This is an optimization exercise on Yosys and OpenROAD, whose aim is small area, a short achievable clock period and few clock cycles per item, not a production implementation. Only simulation tests tie the RTL to the original design; equivalence was not proved.

Design cordic_top, start of the top module:
module cordic_top (
    input  logic               clk,
    input  logic               rst,
    input  logic               valid_in,
    input  logic [31:0]        angle_ieee754,
    output logic signed [15:0] sin_ieee754,
    output logic signed [15:0] cos_ieee754,
    output logic               valid,
    output logic signed [2:0]  flip_out
);
    logic       armed_q, s1_q, it_q, post_q, valid_q;
    logic [2:0] p_q;                   
    logic       idle, go;
    assign idle = ~(s1_q | it_q | post_q);
    assign go   = valid_in & armed_q & idle;
    logic [7:0]  w_e;
    logic        w_ok, w_neg;
    logic        w_inr;
    logic [25:0] w_mm, w_fix;
    logic [48:0] w_base;
    logic [8:0]  w_h;
    logic [3:0]  w_Q;
    logic [5:0]  w_rh;
    logic [22:0] w_r;
    logic [9:0]  w_c [0:11];
    logic [11:0] w_ge, w_oh;
    always_comb begin
        w_e   = angle_ieee754[30:23];
        w_ok  = (w_e != 8'd0) && (w_e < 8'd137);
        w_neg = angle_ieee754[31] & w_ok;
        w_mm  = {1'b1, angle_ieee754[22:0], 2'b00};     
        w_inr  = w_e[7] ? (w_e[6:0] <= 7'd8) : (w_e[6:0] >= 7'd110);
        w_base = w_e[7] ? {w_mm, 23'd0} : {32'd0, w_mm[25:9]};
        w_fix  = w_inr ? 26'(w_base >> (~w_e[4:0])) : 26'd0;
        w_h   = w_fix[25:17];
        for (int k = 0; k < 12; k++) begin
            w_c[k]  = {1'b0, w_h} - 10'(45 * k);
            w_ge[k] = ~w_c[k][9];
        end
        w_Q  = 4'd0;
        w_rh = 6'd0;
        for (int k = 0; k < 12; k++) begin
            w_oh[k] = w_ge[k] & ((k == 11) ? 1'b1 : ~w_ge[(k + 1) % 12]);
            w_rh    = w_rh | ({6{w_oh[k]}} & w_c[k][5:0]);
            w_Q     = w_Q | ({4{w_oh[k]}} & 4'(k));
        end
        w_r   = {w_rh, w_fix[16:0]};
    end
    logic [22:0] r_q;
    logic [2:0]  fl0_q, fl_q;          
    logic signed [15:0] w_z5;
    logic signed [18:0] w_x5, w_y5;
    logic               w_t1, w_t2, w_t3, w_t4;
    logic [3:0]         w_d;               
    always_comb begin
        w_t1 = (r_q >= 23'd2949116);
        case (w_t1)
            1'b1: begin
                w_t2 = (r_q >= 23'd4690078);
                case (w_t2)
                    1'b1: begin
  ...
Settings: LEC_CHECK=0, ABC_AREA=1, CAP_MARGIN=20, CORE_MARGIN=2, CORE_UTILIZATION=40, PLACE_DENSITY=0.85, SETUP_SLACK_MARGIN=4.5, SLEW_MARGIN=20; clock period 12.0 ns.
run.sh (not shown) runs the stock make flow with config.mk's settings and CLKGATE_MAP_FILE= SYNTH_SCRIPT=/design/flow/synth_recipe.tcl, a recipe that flattens the netlist after the stock synthesis.
The first run went through all stages and came out clean.
Testbench counts at the start, summed over its fixed seeds: cycles 16,808, items 2,400.
Next try:
--- a/flow/config.mk
+++ b/flow/config.mk
@@ -12 +12 @@
-export PLACE_DENSITY = 0.85
+export PLACE_DENSITY = 0.75
Result:
- setup slack is worse by 0.081 ns
- clock-buffer cell count went up by 2
- design area stays flat
- utilization climbs by 0.12 points

========
Starting RTL as in the previous note.
## cordic_top
module cordic_top (
    input  logic               clk,
    input  logic               rst,
    input  logic               valid_in,
    input  logic [31:0]        angle_ieee754,
    output logic signed [15:0] sin_ieee754,
    output logic signed [15:0] cos_ieee754,
    output logic               valid,
    output logic signed [2:0]  flip_out
);
==> flow/config.mk <==
export PLATFORM = sky130hd
export DESIGN_NAME = cordic_top
export DESIGN_NICKNAME = cordic_top
export VERILOG_FILES = /design/flow/design.v
export SDC_FILE = /design/flow/constraint.sdc
export NUM_CORES = 4
export LEC_CHECK = 0
export ABC_AREA = 1
export CAP_MARGIN = 20
export CORE_MARGIN = 2
export CORE_UTILIZATION = 40
export PLACE_DENSITY = 0.75
export SETUP_SLACK_MARGIN = 4
export SLEW_MARGIN = 20
==> flow/constraint.sdc <==
create_clock -name core_clock -period 12.0 [get_ports {clk}]
set_input_delay 2.4000 -clock core_clock [delete_from_list [all_inputs] [get_ports {clk}]]
set_output_delay 2.4000 -clock core_clock [all_outputs]
set_load 0.01 [all_outputs]
The baseline finished with timing, DRC and antenna clean.
Testbench counts at the start, summed over its fixed seeds: cycles 16,808, items 2,400.
Rerun with:
Settings changed: SETUP_SLACK_MARGIN 4 to 4.75.
Effect: The changed run completed with no timing, DRC or antenna violations. Sequential cell count stays the same. Wire length grows by a few percent. Critical path depth grows by 32. Die area is unchanged. Design area grows by a few percent. Non-clock buffer count grows by 61. Worst setup slack improves by 470 ps. Count of clock-buffer cells in the layout stays the same. Register-to-register slack improves by 290 ps. Global-route usage grows by 0.12 points. Worst hold slack hardly moves.

## what the ideal ports hide
How much do the figures lean on ideal ports? The routed layouts below were timed once more, with nothing changed but the port constraints.
Step 1 assumes that a clkbuf_16 drives the clock port and a buf_2 every other input.
Step 2 times the ports against the registers' clock, not the clock port: input delays grow and output delays shrink by t, the midpoint of the rising clock arrivals with the driver on.
Three values: ideal ports, drivers, drivers and shift; two values: the first two.
| run | t, ns | slack for setup (ns) | cell pins on the clock port's net |
|---|---|---|---|
| the first run of note 1 | 0.525 | 4.920 / 4.944 / 4.428 | 1 |
| the second run of note 1 | 0.526 | 4.839 / 4.839 / 4.352 | 1 |
| the first run of note 2 | 0.530 | 4.413 / 4.451 / 3.921 | 1 |
| the second run of note 2 | 0.532 | 4.884 / 4.884 / 4.605 | 1 |
After both steps setup and hold are still met in every run listed.
